Source: an optimization exercise on an open RTL-to-GDS flow (aim: small area, a short achievable clock period and few clock cycles). Production flows keep margins and buffers that such runs may drop.
Only simulation tests tie the RTL to the original design; equivalence was not proved.

**config.mk**
```make
export PLATFORM = sky130hd
export DESIGN_NAME = sha256_hasher
export DESIGN_NICKNAME = sha256_hasher
export VERILOG_FILES = /design/flow/design.v
export SDC_FILE = /design/flow/constraint.sdc
export NUM_CORES = 4
export LEC_CHECK = 0
export CAP_MARGIN = 20
export CORE_MARGIN = 2
export CORE_UTILIZATION = 40
export SLEW_MARGIN = 20
```
**constraint.sdc**
```tcl
create_clock -name core_clock -period 10.0 [get_ports {clk}]
set_input_delay 2.0000 -clock core_clock [delete_from_list [all_inputs] [get_ports {clk}]]
set_output_delay 2.0000 -clock core_clock [all_outputs]
set_load 0.01 [all_outputs]
```
**design.v**
```verilog
module sha256_feeder (
    input  logic         clk,
    input  logic         rst,
    input  logic         in_valid,
    output logic         in_ready,
    input  logic [31:0]  in_data,
    input  logic         in_last,
    input  logic [2:0]   in_bytes,
    output logic         core_rst_n,
    output logic         core_calcu_en,
    output logic [31:0]  core_word,
    input  logic         core_calcu_rdy,
    output logic         core_read_en,
    input  logic [31:0]  core_word_out,
    output logic [255:0] digest,
    output logic         digest_valid
);
    typedef enum logic [2:0] {CRST, FILL, PAD, SEND, WAIT, READ, DONE} state_t;
    state_t             state, state_nx;
    logic [15:0][31:0]  blk_buf;
    logic [15:0][31:0]  pad_blk;
    logic [15:0][31:0]  xtra_blk;
    logic [4:0]         idx;
    logic [3:0]         cnt;
    logic [31:0]        byte_cnt;
    logic               last_seen;
    logic               extra;
    logic               extra_80;
    logic [2:0]         last_bytes;
    logic [4:0]         last_idx;
    logic [4:0]         p_idx;
    logic [31:0]        tail_word;
    logic [63:0]        len_bits;
    logic [223:0]       dig_sr;
    logic               acc;
    assign in_ready      = (state == FILL) && !idx[4];
    assign acc           = in_ready && in_valid;
    assign core_rst_n    = (state != CRST);
    assign core_calcu_en = (state == SEND) && (cnt == 4'd0);
    assign core_word     = (state == SEND) ? blk_buf[cnt] : 32'h0;
    assign core_read_en  = (state == READ) && !cnt[3];
    assign digest_valid  = (state == DONE);
    assign len_bits = {29'b0, byte_cnt, 3'b0};
    assign p_idx = last_idx + (last_bytes[2] ? 5'd1 : 5'd0);
    always_comb begin
        tail_word = blk_buf[last_idx[3:0]];
        if (!last_bytes[2]) begin
            case (last_bytes[1:0])
                2'd0:    tail_word = 32'h8000_0000;
                2'd1:    tail_word = {tail_word[31:24], 24'h80_0000};
                2'd2:    tail_word = {tail_word[31:16], 16'h8000};
                default: tail_word = {tail_word[31:8], 8'h80};
            endcase
        end
    end
    always_comb begin
        pad_blk = '0;
        for (int j = 0; j < 16; j++) begin
            if (5'(j) < last_idx)       pad_blk[j] = blk_buf[j];
            else if (5'(j) == last_idx) pad_blk[j] = tail_word;
            else if (5'(j) == p_idx)    pad_blk[j] = 32'h8000_0000;
        end
        if (p_idx <= 5'd13) begin
            pad_blk[14] = len_bits[63:32];
            pad_blk[15] = len_bits[31:0];
        end
    end
    always_comb begin
        xtra_blk     = '0;
        xtra_blk[0]  = extra_80 ? 32'h8000_0000 : 32'h0;
        xtra_blk[14] = len_bits[63:32];
        xtra_blk[15] = len_bits[31:0];
    end
    always_comb begin
        state_nx = state;
        case (state)
            CRST: state_nx = FILL;
            FILL: begin
                if (acc) begin
                    if (in_last)           state_nx = PAD;
                    else if (idx == 5'd15) state_nx = SEND;
                end
            end
            PAD:  state_nx = SEND;
            SEND: if (cnt == 4'd15) state_nx = WAIT;
            WAIT: begin
                if (core_calcu_rdy) begin
                    if (!last_seen) state_nx = FILL;
                    else if (extra) state_nx = SEND;
                    else            state_nx = READ;
                end
            end
            READ: if (cnt == 4'd8) state_nx = DONE;
            DONE: state_nx = CRST;
            default: state_nx = CRST;
        endcase
    end
    always_ff @(posedge clk) begin
        if (rst) begin
            state      <= CRST;
            idx        <= '0;
            cnt        <= '0;
            byte_cnt   <= '0;
            last_seen  <= 1'b0;
            extra      <= 1'b0;
            extra_80   <= 1'b0;
            last_bytes <= '0;
            last_idx   <= '0;
            digest     <= '0;
        end else begin
            state <= state_nx;
            case (state)
                CRST: begin
                    idx       <= '0;
                    cnt       <= '0;
                    byte_cnt  <= '0;
                    last_seen <= 1'b0;
                    extra     <= 1'b0;
                    extra_80  <= 1'b0;
                end
                FILL: begin
                    cnt <= '0;
                    if (acc) begin
                        idx      <= idx + 5'd1;
                        byte_cnt <= byte_cnt + {29'b0, in_bytes};
                        if (in_last) begin
                            last_seen  <= 1'b1;
                            last_bytes <= in_bytes;
                            last_idx   <= idx;
                        end
                    end
                end
                PAD: begin
                    extra    <= (p_idx >= 5'd14);
                    extra_80 <= (p_idx == 5'd16);
                end
                SEND: cnt <= cnt + 4'd1;
                WAIT: begin
                    cnt <= '0;
                    if (core_calcu_rdy) begin
                        if (!last_seen) idx   <= '0;
                        else if (extra) extra <= 1'b0;
                    end
                end
                READ: begin
                    cnt <= cnt + 4'd1;
                    if (cnt == 4'd8) digest <= {dig_sr, core_word_out};
                end
                default: ;
            endcase
        end
    end
    always_ff @(posedge clk) begin
        if (acc)
            blk_buf[idx[3:0]] <= in_data;
        else if (state == PAD)
            blk_buf <= pad_blk;
        else if ((state == WAIT) && core_calcu_rdy && last_seen && extra)
            blk_buf <= xtra_blk;
        if ((state == READ) && (cnt != 4'd0))
            dig_sr <= {dig_sr[191:0], core_word_out};
    end
endmodule
module sha256_core (
    input  logic        clk,
    input  logic        rst_n,
    input  logic        calcu_en,
    input  logic [31:0] word,
    output logic        calcu_rdy,
    input  logic        read_en,
    output logic [31:0] word_out
);
    localparam logic [255:0] IV =
        256'h6a09e667bb67ae853c6ef372a54ff53a510e527f9b05688c1f83d9ab5be0cd19;
    typedef enum logic [1:0] {IDLE, COLL, RUN, FIN} cstate_t;
    cstate_t            state;
    logic [15:0][31:0]  w;           
    logic [31:0]        a, b, c, d, e, f, g, h;
    logic [255:0]       hv;
    logic [5:0]         rnd;
    logic [3:0]         wcnt;
    logic [2:0]         rptr;
    function automatic logic [31:0] kc(input logic [5:0] i);
        case (i)
            6'd0:  kc = 32'h428a2f98; 6'd1:  kc = 32'h71374491; 6'd2:  kc = 32'hb5c0fbcf; 6'd3:  kc = 32'he9b5dba5;
            6'd4:  kc = 32'h3956c25b; 6'd5:  kc = 32'h59f111f1; 6'd6:  kc = 32'h923f82a4; 6'd7:  kc = 32'hab1c5ed5;
            6'd8:  kc = 32'hd807aa98; 6'd9:  kc = 32'h12835b01; 6'd10: kc = 32'h243185be; 6'd11: kc = 32'h550c7dc3;
            6'd12: kc = 32'h72be5d74; 6'd13: kc = 32'h80deb1fe; 6'd14: kc = 32'h9bdc06a7; 6'd15: kc = 32'hc19bf174;
            6'd16: kc = 32'he49b69c1; 6'd17: kc = 32'hefbe4786; 6'd18: kc = 32'h0fc19dc6; 6'd19: kc = 32'h240ca1cc;
            6'd20: kc = 32'h2de92c6f; 6'd21: kc = 32'h4a7484aa; 6'd22: kc = 32'h5cb0a9dc; 6'd23: kc = 32'h76f988da;
            6'd24: kc = 32'h983e5152; 6'd25: kc = 32'ha831c66d; 6'd26: kc = 32'hb00327c8; 6'd27: kc = 32'hbf597fc7;
            6'd28: kc = 32'hc6e00bf3; 6'd29: kc = 32'hd5a79147; 6'd30: kc = 32'h06ca6351; 6'd31: kc = 32'h14292967;
            6'd32: kc = 32'h27b70a85; 6'd33: kc = 32'h2e1b2138; 6'd34: kc = 32'h4d2c6dfc; 6'd35: kc = 32'h53380d13;
            6'd36: kc = 32'h650a7354; 6'd37: kc = 32'h766a0abb; 6'd38: kc = 32'h81c2c92e; 6'd39: kc = 32'h92722c85;
            6'd40: kc = 32'ha2bfe8a1; 6'd41: kc = 32'ha81a664b; 6'd42: kc = 32'hc24b8b70; 6'd43: kc = 32'hc76c51a3;
            6'd44: kc = 32'hd192e819; 6'd45: kc = 32'hd6990624; 6'd46: kc = 32'hf40e3585; 6'd47: kc = 32'h106aa070;
            6'd48: kc = 32'h19a4c116; 6'd49: kc = 32'h1e376c08; 6'd50: kc = 32'h2748774c; 6'd51: kc = 32'h34b0bcb5;
            6'd52: kc = 32'h391c0cb3; 6'd53: kc = 32'h4ed8aa4a; 6'd54: kc = 32'h5b9cca4f; 6'd55: kc = 32'h682e6ff3;
            6'd56: kc = 32'h748f82ee; 6'd57: kc = 32'h78a5636f; 6'd58: kc = 32'h84c87814; 6'd59: kc = 32'h8cc70208;
            6'd60: kc = 32'h90befffa; 6'd61: kc = 32'ha4506ceb; 6'd62: kc = 32'hbef9a3f7; default: kc = 32'hc67178f2;
        endcase
    endfunction
    logic [31:0] s0, s1, ch, maj, t1, t2, ws0, ws1, wnew, kt;
    assign kt   = kc(rnd);
    assign s1   = {e[5:0], e[31:6]} ^ {e[10:0], e[31:11]} ^ {e[24:0], e[31:25]};
    assign ch   = (e & f) ^ (~e & g);
    assign t1   = h + s1 + ch + kt + w[0];
    assign s0   = {a[1:0], a[31:2]} ^ {a[12:0], a[31:13]} ^ {a[21:0], a[31:22]};
    assign maj  = (a & b) ^ (a & c) ^ (b & c);
    assign t2   = s0 + maj;
    assign ws0  = {w[1][6:0], w[1][31:7]} ^ {w[1][17:0], w[1][31:18]} ^ (w[1] >> 3);
    assign ws1  = {w[14][16:0], w[14][31:17]} ^ {w[14][18:0], w[14][31:19]} ^ (w[14] >> 10);
    assign wnew = ws1 + w[9] + ws0 + w[0];
    always_ff @(posedge clk) begin
        if (!rst_n) begin
            state     <= IDLE;
            hv        <= IV;
            calcu_rdy <= 1'b1;
            rptr      <= '0;
            wcnt      <= '0;
            rnd       <= '0;
        end else begin
            case (state)
                IDLE: begin
                    if (calcu_en) begin
                        w         <= {word, w[15:1]};
                        wcnt      <= 4'd1;
                        calcu_rdy <= 1'b0;
                        state     <= COLL;
                    end
                end
                COLL: begin
                    w    <= {word, w[15:1]};
                    wcnt <= wcnt + 4'd1;
                    if (wcnt == 4'd15) begin
                        {a, b, c, d, e, f, g, h} <= hv;
                        rnd   <= '0;
                        state <= RUN;
                    end
                end
                RUN: begin
                    w <= {wnew, w[15:1]};
                    h <= g; g <= f; f <= e; e <= d + t1;
                    d <= c; c <= b; b <= a; a <= t1 + t2;
                    rnd <= rnd + 6'd1;
                    if (rnd == 6'd63) state <= FIN;
                end
                FIN: begin
                    hv <= {hv[255:224] + a, hv[223:192] + b, hv[191:160] + c, hv[159:128] + d,
                           hv[127:96] + e, hv[95:64] + f, hv[63:32] + g, hv[31:0] + h};
                    calcu_rdy <= 1'b1;
                    state     <= IDLE;
                end
                default: state <= IDLE;
            endcase
            if (read_en) begin
                word_out <= hv[255 - 32*rptr -: 32];
                rptr     <= rptr + 3'd1;
            end
        end
    end
endmodule
module sha256_hasher (
    input  logic         clk,
    input  logic         rst,
    input  logic         in_valid,
    output logic         in_ready,
    input  logic [31:0]  in_data,
    input  logic         in_last,
    input  logic [2:0]   in_bytes,
    output logic [255:0] digest,
    output logic         digest_valid
);
    logic        core_rst_n;
    logic        core_calcu_en;
    logic [31:0] core_word;
    logic        core_calcu_rdy;
    logic        core_read_en;
    logic [31:0] core_word_out;
    sha256_feeder u_feeder (
        .clk(clk), .rst(rst),
        .in_valid(in_valid), .in_ready(in_ready), .in_data(in_data),
        .in_last(in_last), .in_bytes(in_bytes),
        .core_rst_n(core_rst_n), .core_calcu_en(core_calcu_en),
        .core_word(core_word), .core_calcu_rdy(core_calcu_rdy),
        .core_read_en(core_read_en), .core_word_out(core_word_out),
        .digest(digest), .digest_valid(digest_valid)
    );
    sha256_core u_core (
        .clk(clk), .rst_n(core_rst_n),
        .calcu_en(core_calcu_en), .word(core_word), .calcu_rdy(core_calcu_rdy),
        .read_en(core_read_en), .word_out(core_word_out)
    );
endmodule
```
**run.sh**
```bash
#!/bin/bash
# synth_recipe.tcl (not shown) runs the flow's synth.tcl, then flattens the netlist and writes it again
# the make line also repeats each setting of config.mk as NAME=value (left out here)
make -C /OpenROAD-flow-scripts/flow DESIGN_CONFIG=/design/flow/config.mk WORK_HOME=/design/flow/orfs CLKGATE_MAP_FILE= SYNTH_SCRIPT=/design/flow/synth_recipe.tcl finish
```
==> notes.md <==
synth_stat cells, types with 187 or more instances:
| cell | count | share of area (%) |
|---|---|---|
| edfxtp_1 | 1536 | 39 |
| nand2_1 | 1065 | 3.4 |
| a21oi_1 | 719 | 3.0 |
| dfxtp_1 | 615 | 10 |
| mux2i_1 | 602 | 5.1 |
| clkbuf_1 | 555 | 1.8 |
| o22ai_1 | 506 | 2.7 |
| nor2_1 | 466 | 1.5 |
| inv_1 | 453 | 1.4 |
| o21ai_0 | 414 | 1.7 |
| xnor2_1 | 410 | 3.0 |
| ha_1 | 406 | 4.3 |
| mux4_2 | 384 | 7.3 |
| mux2_2 | 268 | 2.5 |
| fa_1 | 196 | 3.3 |
| xor2_1 | 187 | 1.4 |
through the flow:
step	instances
final	14400
after detailed placement	14000
after CTS	14400
after global routing	14400
after floorplan	10300
after global placement	14000
worst paths after layout:
path,startpoint,to
worst max register to register,u_core.e[26],u_core.a[31]
worst min register to register,u_feeder.dig_sr[156],u_feeder.dig_sr[188]
worst max-delay path,u_core.e[26],u_core.a[31]
worst min-delay path,u_feeder.dig_sr[156],u_feeder.dig_sr[188]
cells by family after synthesis:
kind of cell	count (synthesis)	share of synthesized area (%)
adder cells (fa/ha/maj)	605	7.60
flip-flops	2151	49.2
buffers and inverters	1135	3.63
AO/OA/AOI/OAI	2440	12.6
XOR/XNOR	598	4.41
AND/OR/NAND/NOR	2104	7.69
multiplexers	1255	14.9
per-layer routing:
| layer | vias up | share of wire [%] | routed length, um | global-route usage (%) |
|---|---|---|---|---|
| met2 | 4567 | 45 | 180000 | 39.6 |
| met5 | - | 0.033 | 133 | 0 |
| met3 | 875 | 9.6 | 38800 | 5.46 |
| li1 | 38300 | - | - | - |
| met4 | 18 | 4.4 | 17700 | 10.3 |
| met1 | 44100 | 41 | 167000 | 35.7 |
area by class of cell:
class,instances,area share (%)
Antenna cell,10,0.0187
Multi-Input combinational cell,7002,42.3
Timing Repair Buffer,441,3.14
Tap cell,3939,3.69
Inverter,455,1.29
Clock inverter,120,0.865
Clock buffer,328,4.98
Sequential cell,2151,43.7
worst max-delay path: cells and delay by family, from the launching register on:
kind / cells / cell delay (ns)
flops: 1 / 0.57
compound gates: 15 / 3.21
xor+xnor: 4 / 0.92
simple gates: 5 / 0.59
fa+ha+maj: 7 / 2.70
buf+inv: 3 / 0.17
registers in the layout, indices dropped and copies added (netlist names), 224 cells and up:
name	count
u_feeder.dig_sr	224
u_core.w	512
u_feeder.digest	256
u_core.hv	256
u_feeder.blk_buf	512
==> flow_metrics.py <==
metrics = {
    "status": {
        "status": "no timing/DRC/antenna violations",
    },
    "timing": {
        "worst_slack_ns": 1.63,
        "hold_violations": 0,
        "fin_tns_setup_ns": 0,
        "fin_crit_sh_pct": 83.7,
        "skew_ns": 0.109,
        "hold_slack_ns": 0.372,
        "worstMarginPinSlew_ns": 1.22,
        "setup_viol": 0,
        "slew_violations": 0,
        "max_freq_mhz": 120,
        "post-route-min-period_ns": 8.37,
        "rsz0062_at_grt": "false",
        "maxSlewHeadroom_pct": 17.7,
    },
    "grt": {
        "gr-total-overflow": 0,
        "grt_pass1_wl_mm": 584,
        "antenna_found_initial": 28,
        "first_global_vias": 84500,
        "grt_start_max_net_pins": 228,
        "grtUsageTotal_pct": 25.9,
    },
    "route": {
        "dr.pass1.iters": 6,
        "postRouteAntennaNets": 0,
        "routedWlPerCell_um": 27.9,
        "route.vias.total": 87800,
        "drc_errors": 0,
        "drt-total-wl_mm": 403,
        "first_iter_violations": 10900,
        "viasPerCell": 6.08,
    },
    "final_layout": {
        "final.fill_count": 27000,
        "drive_gt1_share_pct": 12.3,
        "seqCellArea_sq_um": 58500,
        "final_area_sq_um": 134000,
        "multi_input_area_sq_um": 56600,
        "area_growth_syn_to_layout_pct": 12.5,
        "fin_util_pct": 45.1,
        "final_common_cell": "edfxtp_1",
        "mostFrequentLayoutCells": "edfxtp_1, nand2_1, a21oi_1",
        "num-nets-final": 10900,
    },
    "logic_synthesis": {
        "ys_types": 106,
        "yosys_warnings": 2,
        "synthCells": 10300,
        "synth_edf_count": 1536,
        "ys_seq_area_share_pct": 49.2,
        "syn_nets": 10900,
        "ys_ff_latch": 2151,
        "syn_area_per_cell_sq_um": 11.6,
        "postSynth.asyncResetShare_pct": 0,
        "syn-cell-area_sq_um": 119000,
        "synth_flop_cell": "edfxtp_1",
    },
    "worst_setup_path": {
        "cp_data_arrival_time_ns": 9.04,
        "r2r_slack_ns": 1.63,
        "crit_path_start_kind": "register",
        "cpMaxStageDelayCell": "edfxtp_1",
        "rr_worst_depth": 34,
        "crit_type": "reg -> reg",
        "crit_required_ns": 10.67,
        "path_max_fanout": 6,
        "crit_path_end_kind": "register",
        "crit_path_frequent_cell": "fa_1",
        "crit_path_max_incr_delay_ns": 0.57,
    },
    "clock_tree": {
        "htree_levels": 4,
        "cts-root-buf": "clkbuf_16",
        "cts_tree": "built",
        "clkLatencyLatePin_ns": 0.95,
        "hold_buffers": 0,
        "cts_buffers": 237,
        "cts.sink_count": 2151,
        "cts.repair.resized": 0,
        "path_clk_slew_ns": 0.06,
        "cts_setup_buffers": 0,
        "clk_path_buf_depth": 4,
    },
    "die": {
        "die_area_sq_um": 302000,
        "start_util_pct": 40.1,
        "die_w_um": 549,
        "core_area_sq_um": 296000,
        "die-height_um": 549,
        "io_pins": 297,
        "fp-row-count": 200,
    },
    "placed_design": {
        "dpl_cell_area_sq_um": 126000,
        "hpwl_mm": 267,
        "gp_congestion": 0.947,
        "portBuffers": 296,
        "place_worst_setup_slack_ns": 1.68,
    },
    "min_path": {
        "hp-class": "reg -> reg",
        "min_path_cells": 0,
    },
    "run": {
        "drv_cap": 0,
    },
}
Testbench counts, summed over its fixed seeds: cycles 99,297.

what the ideal ports hide:
In the flow no input, the clock included, has a driving cell. The finished layout below was timed again as built, in two steps.
Step 1: set_driving_cell puts a clkbuf_16 on clk and a buf_2 on each other input, an assumption about the parent block.
Step 2 adds t to the input delays and takes it off the output delays; t is the mean of the earliest and latest rising clock arrival at the registers after step 1. Input paths then give back, and output paths get back, about the clock's delay inside the block.
Three values: ideal ports, drivers, drivers and shift; two values: the first two.
t, ns: 0.997
slack for setup (ns): 1.634 / 1.634 / 1.634
hold WS [ns]: 0.372 / 0.372 / 0.372
After both steps this run still meets setup and hold. For this run, drivers alone change the setup slack by 0.000 ns; drivers and shift together by 0.000 ns.
